Background: an optimization exercise with open tools, aiming at small area. Do not read the settings as production practice. In this exercise RTL edits were held to simulation tests only and were not proved equivalent to the original. Power figures rest on the tool's default switching activity, not on a simulated workload. The clock port is modelled as an ideal driver; clocking choices that lean on that would not hold on a real chip.

==> job 6019: inputs <==
==> flow/design.v <==
module skew_line #(
    parameter int unsigned WIDTH = 8,
    parameter int unsigned DEPTH = 1
) (
    input  logic             clk,
    input  logic [WIDTH-1:0] i_d,
    output logic [WIDTH-1:0] o_q
);
    logic [DEPTH*WIDTH-1:0]     r_sr;
    logic [(DEPTH+1)*WIDTH-1:0] w_nx;
    assign w_nx = {r_sr, i_d};
    always_ff @(posedge clk) begin
        r_sr <= w_nx[DEPTH*WIDTH-1:0];
    end
    assign o_q = r_sr[DEPTH*WIDTH-1 -: WIDTH];
endmodule
module sa32_feeder (
    input  logic               clk,
    input  logic               rstn,
    input  logic               start,
    input  logic [15:0]        k_len,
    input  logic               in_valid,
    output logic               in_ready,
    input  logic [255:0]       in_act,
    input  logic [255:0]       in_weight,
    output logic [255:0]       activation,
    output logic [255:0]       weight,
    output logic               control,
    output logic               busy,
    output logic               done
);
    localparam int unsigned N         = 32;
    localparam int unsigned WIDTH     = 8;
    localparam int unsigned KW        = 16;
    localparam int unsigned FLUSH_CYC = 3 * N - 2;
    typedef enum logic [1:0] {
        IDLE,
        STREAM,
        FLUSH,
        CTRL
    } feeder_state_e;
    feeder_state_e r_state;
    feeder_state_e w_next;
    logic [KW-1:0] r_cnt;
    logic          w_last;
    logic          r_done;
    logic          w_beat;
    logic [N-1:0]  r_vld;
    assign w_beat = (r_state == STREAM) & in_valid;
    assign w_last = (r_cnt == KW'(1));
    always_comb begin
        w_next = r_state;
        case (r_state)
            IDLE:    if (start) w_next = (k_len != '0) ? STREAM : CTRL;
            STREAM:  if (in_valid && w_last) w_next = FLUSH;
            FLUSH:   if (w_last) w_next = CTRL;
            default: w_next = IDLE;
        endcase
    end
    always_ff @(posedge clk or negedge rstn) begin
        if (!rstn) begin
            r_state <= IDLE;
            r_cnt   <= '0;
            r_done  <= 1'b0;
            r_vld   <= '0;
        end else begin
            r_state <= w_next;
            if (r_state == IDLE) begin
                r_cnt <= k_len;
            end else if (w_beat && w_last) begin
                r_cnt <= KW'(FLUSH_CYC);
            end else if (w_beat || r_state == FLUSH) begin
                r_cnt <= r_cnt - KW'(1);
            end
            r_done <= (r_state == CTRL);
            r_vld  <= {r_vld[N-2:0], w_beat};
        end
    end
    for (genvar g = 0; g < N; g++) begin : g_lane
        logic [WIDTH-1:0] w_a, w_w;
        skew_line #(.WIDTH(WIDTH), .DEPTH(g + 1)) u_act_skew (
            .clk (clk),
            .i_d (in_act[(N-1-g)*WIDTH +: WIDTH]),
            .o_q (w_a)
        );
        skew_line #(.WIDTH(WIDTH), .DEPTH(g + 1)) u_w_skew (
            .clk (clk),
            .i_d (in_weight[(N-1-g)*WIDTH +: WIDTH]),
            .o_q (w_w)
        );
        assign activation[(N-1-g)*WIDTH +: WIDTH] = w_a & {WIDTH{r_vld[g]}};
        assign weight[(N-1-g)*WIDTH +: WIDTH]     = w_w & {WIDTH{r_vld[g]}};
    end
    assign in_ready = (r_state == STREAM);
    assign control  = (r_state == CTRL);
    assign busy     = (r_state != IDLE);
    assign done     = r_done;
endmodule
==> flow/flow/run.sh <==
#!/bin/bash
# Standard ORFS layout with two changes: output port buffers are buf_1
# (the input port buffers keep the standard choice, whose delay covers
# input hold against the clock tree's insertion delay), and CTS clusters
# more sinks per leaf buffer and inserts no dummy loads.
set -euo pipefail
here=$(pwd)
export PRE_RESIZE_TCL="$here/flow/outbuf.tcl"
export CTS_ARGS="-sink_clustering_enable -repair_clock_nets -dont_use_dummy_load -sink_clustering_size ${CTS_SIZE:-30} -sink_clustering_max_diameter ${CTS_DIAM:-100}"
bash standard.sh > "$here/standard_flow.log" 2>&1
==> flow/flow/outbuf.tcl <==
# Resize the output port buffers that buffer_ports inserted to buf_1: each
# drives only its port's fixed load.
set n 0
foreach inst [[ord::get_db_block] getInsts] {
  if {[string match "output*" [$inst getName]] && [string match "*buf*" [[$inst getMaster] getName]]} {
    replace_cell [$inst getName] sky130_fd_sc_hd__buf_1
    incr n
  }
}
puts "outbuf.tcl: resized $n output buffers to buf_1"
==> flow/standard.sh <==
#!/bin/bash
# synth_recipe.tcl (not shown) runs the flow's synth.tcl, then flattens the netlist and writes it again
# the make line also repeats each setting of config.mk as NAME=value (left out here)
make -C /OpenROAD-flow-scripts/flow DESIGN_CONFIG=/design/flow/config.mk WORK_HOME=/design/flow/orfs CLKGATE_MAP_FILE= SYNTH_SCRIPT=/design/flow/synth_recipe.tcl "${@:-finish}"
==> flow/config.mk <==
export PLATFORM = sky130hd
export DESIGN_NAME = sa32_feeder
export DESIGN_NICKNAME = sa32_feeder
export VERILOG_FILES = /design/flow/design.v
export SDC_FILE = /design/flow/constraint.sdc
export NUM_CORES = 4
export LEC_CHECK = 0
export CAP_MARGIN = 20
export CORE_MARGIN = 2
export CORE_UTILIZATION = 70
export SLEW_MARGIN = 20
==> flow/constraint.sdc <==
create_clock -name core_clock -period 4.0 [get_ports {clk}]
set_input_delay 0.8000 -clock core_clock [delete_from_list [all_inputs] [get_ports {clk}]]
set_output_delay 0.8000 -clock core_clock [all_outputs]
set_load 0.01 [all_outputs]
==> job 6661: changes against job 6019 <==
==> flow/flow/run.sh (replaced) <==
#!/bin/bash
# Standard ORFS layout (the standard.sh, standard synthesis) with these
# changes:
#  - flow/outbuf.tcl, run before resizing, makes every port buffer that
#    buffer_ports inserted a buf_1 (see its comments);
#  - CTS builds its tree from buf_12 cells, which drive a leaf cluster of
#    about 30 flip-flops within the clock-pin slew limit in less area than
#    clkbuf_16, clusters more sinks per leaf buffer, and inserts no dummy
#    loads.
# standard.sh's full output goes to standard_flow.log; ORFS writes each
# step's log under orfs/logs/.
set -euo pipefail
here=$(pwd)
export PRE_RESIZE_TCL="$here/flow/outbuf.tcl"
export CTS_ARGS="-sink_clustering_enable -repair_clock_nets -dont_use_dummy_load -sink_clustering_size ${CTS_SIZE:-33} -sink_clustering_max_diameter ${CTS_DIAM:-80} -buf_list {sky130_fd_sc_hd__buf_12}"
bash standard.sh > "$here/standard_flow.log" 2>&1
==> flow/flow/outbuf.tcl (replaced) <==
# Resize the port buffers that buffer_ports inserted to buf_1: each output
# buffer drives only its port's fixed load and each input buffer one
# flip-flop's D pin. Input hold against the clock tree's insertion delay is
# met on the extracted layout; HOLD_SLACK_MARGIN in config.mk keeps the
# placement-time estimate, which is pessimistic here, from adding hold
# buffers on these paths.
set nin 0
set nout 0
foreach inst [[ord::get_db_block] getInsts] {
  set name [$inst getName]
  if {![string match "*buf*" [[$inst getMaster] getName]]} { continue }
  if {[string match "output*" $name]} {
    replace_cell $name sky130_fd_sc_hd__buf_1
    incr nout
  } elseif {[string match "input*" $name]} {
    replace_cell $name sky130_fd_sc_hd__buf_1
    incr nin
  }
}
puts "outbuf.tcl: resized $nout output buffers to buf_1 and $nin input buffers to buf_1"
- CORE_UTILIZATION: 70 -> 65
- HOLD_SLACK_MARGIN: not set -> -0.15
==> comparison table <==
Slew headroom: job 6019 26.5%; job 6661 30.2%
Fraction of power consumed by the clock network: job 6019 28.3%; job 6661 26.5%
Share of final layout cell area taken by clock buffers and inverters: job 6019 4.29%; job 6661 3.14%
Origin of the worst min-delay path: job 6019 in_act[252]; job 6661 in_weight[103]
Power of the combinational group: job 6019 0.00304 W; job 6661 0.00277 W
Clock group power: job 6019 0.0372 W; job 6661 0.0338 W
Result of the run: job 6019 timing/DRC/antenna clean; job 6661 timing/DRC/antenna clean
Flop pwr share: job 6019 69.3%; job 6661 71.3%
First-pass GRT wire length: job 6019 336,000 um; job 6661 327,000 um
Number of antenna violations at the first check in global routing: job 6019 112; job 6661 122
Clk root buf: job 6019 clkbuf_16; job 6661 buf_12
Switching power as a share of total power: job 6019 19.6%; job 6661 20.1%
Final std cells w/o fill: job 6019 13,900; job 6661 14,100
Routed len/inst: job 6019 17.1 um; job 6661 16.3 um
Power Internal: job 6019 0.106 W; job 6661 0.102 W
Reported leakage power: job 6019 80.6 nW; job 6661 77.8 nW
DPL Wire Length: job 6019 156,000 um; job 6661 160,000 um
Met2 Use GR: job 6019 31.9%; job 6661 27.9%
Via count normalized by instance count: job 6019 4.32; job 6661 4.20
Total global routing track utilization: job 6019 18.1%; job 6661 16.3%
Total instance count after detailed placement: job 6019 13,500; job 6661 13,700
Startpoint of the worst register-to-register path: job 6019 r_state[1]$_DFFE_PN0P_; job 6661 r_state[0]$_DFFE_PN0P_
Slack of the worst reg-to-reg path: job 6019 1460 ps; job 6661 1350 ps

==> separate check: timing with driven ports <==
The results above use ideal ports. As a check the final layouts listed here were re-extracted and re-timed, cells and wires unchanged. Step 1: set_driving_cell puts a clkbuf_16 on clk and a buf_2 on each other input, an assumption about the parent block. Step 2, shift: input delay + t, output delay - t, t = (earliest + latest rising clock arrival at the registers) / 2. This alone moves slack from input paths to output paths. Slacks: ideal / step 1 / step 2; pairs: ideal / step 1.
run | t (ns) | setup slack, ns | hold slack, ns | slew at the worst register clock pin (ns) | pins driven straight from the clock port
job 6019 | 1.027 | 0.359 / 0.268 / 1.077 | 0.242 / 0.182 / 0.270 | 0.11 / 0.11 | 1
job 6661 | 0.893 | 0.426 / 0.323 / 1.216 | 0.061 / -0.018 / 0.256 | 0.12 / 0.12 | 1
After both steps setup and hold are still met in every run listed.
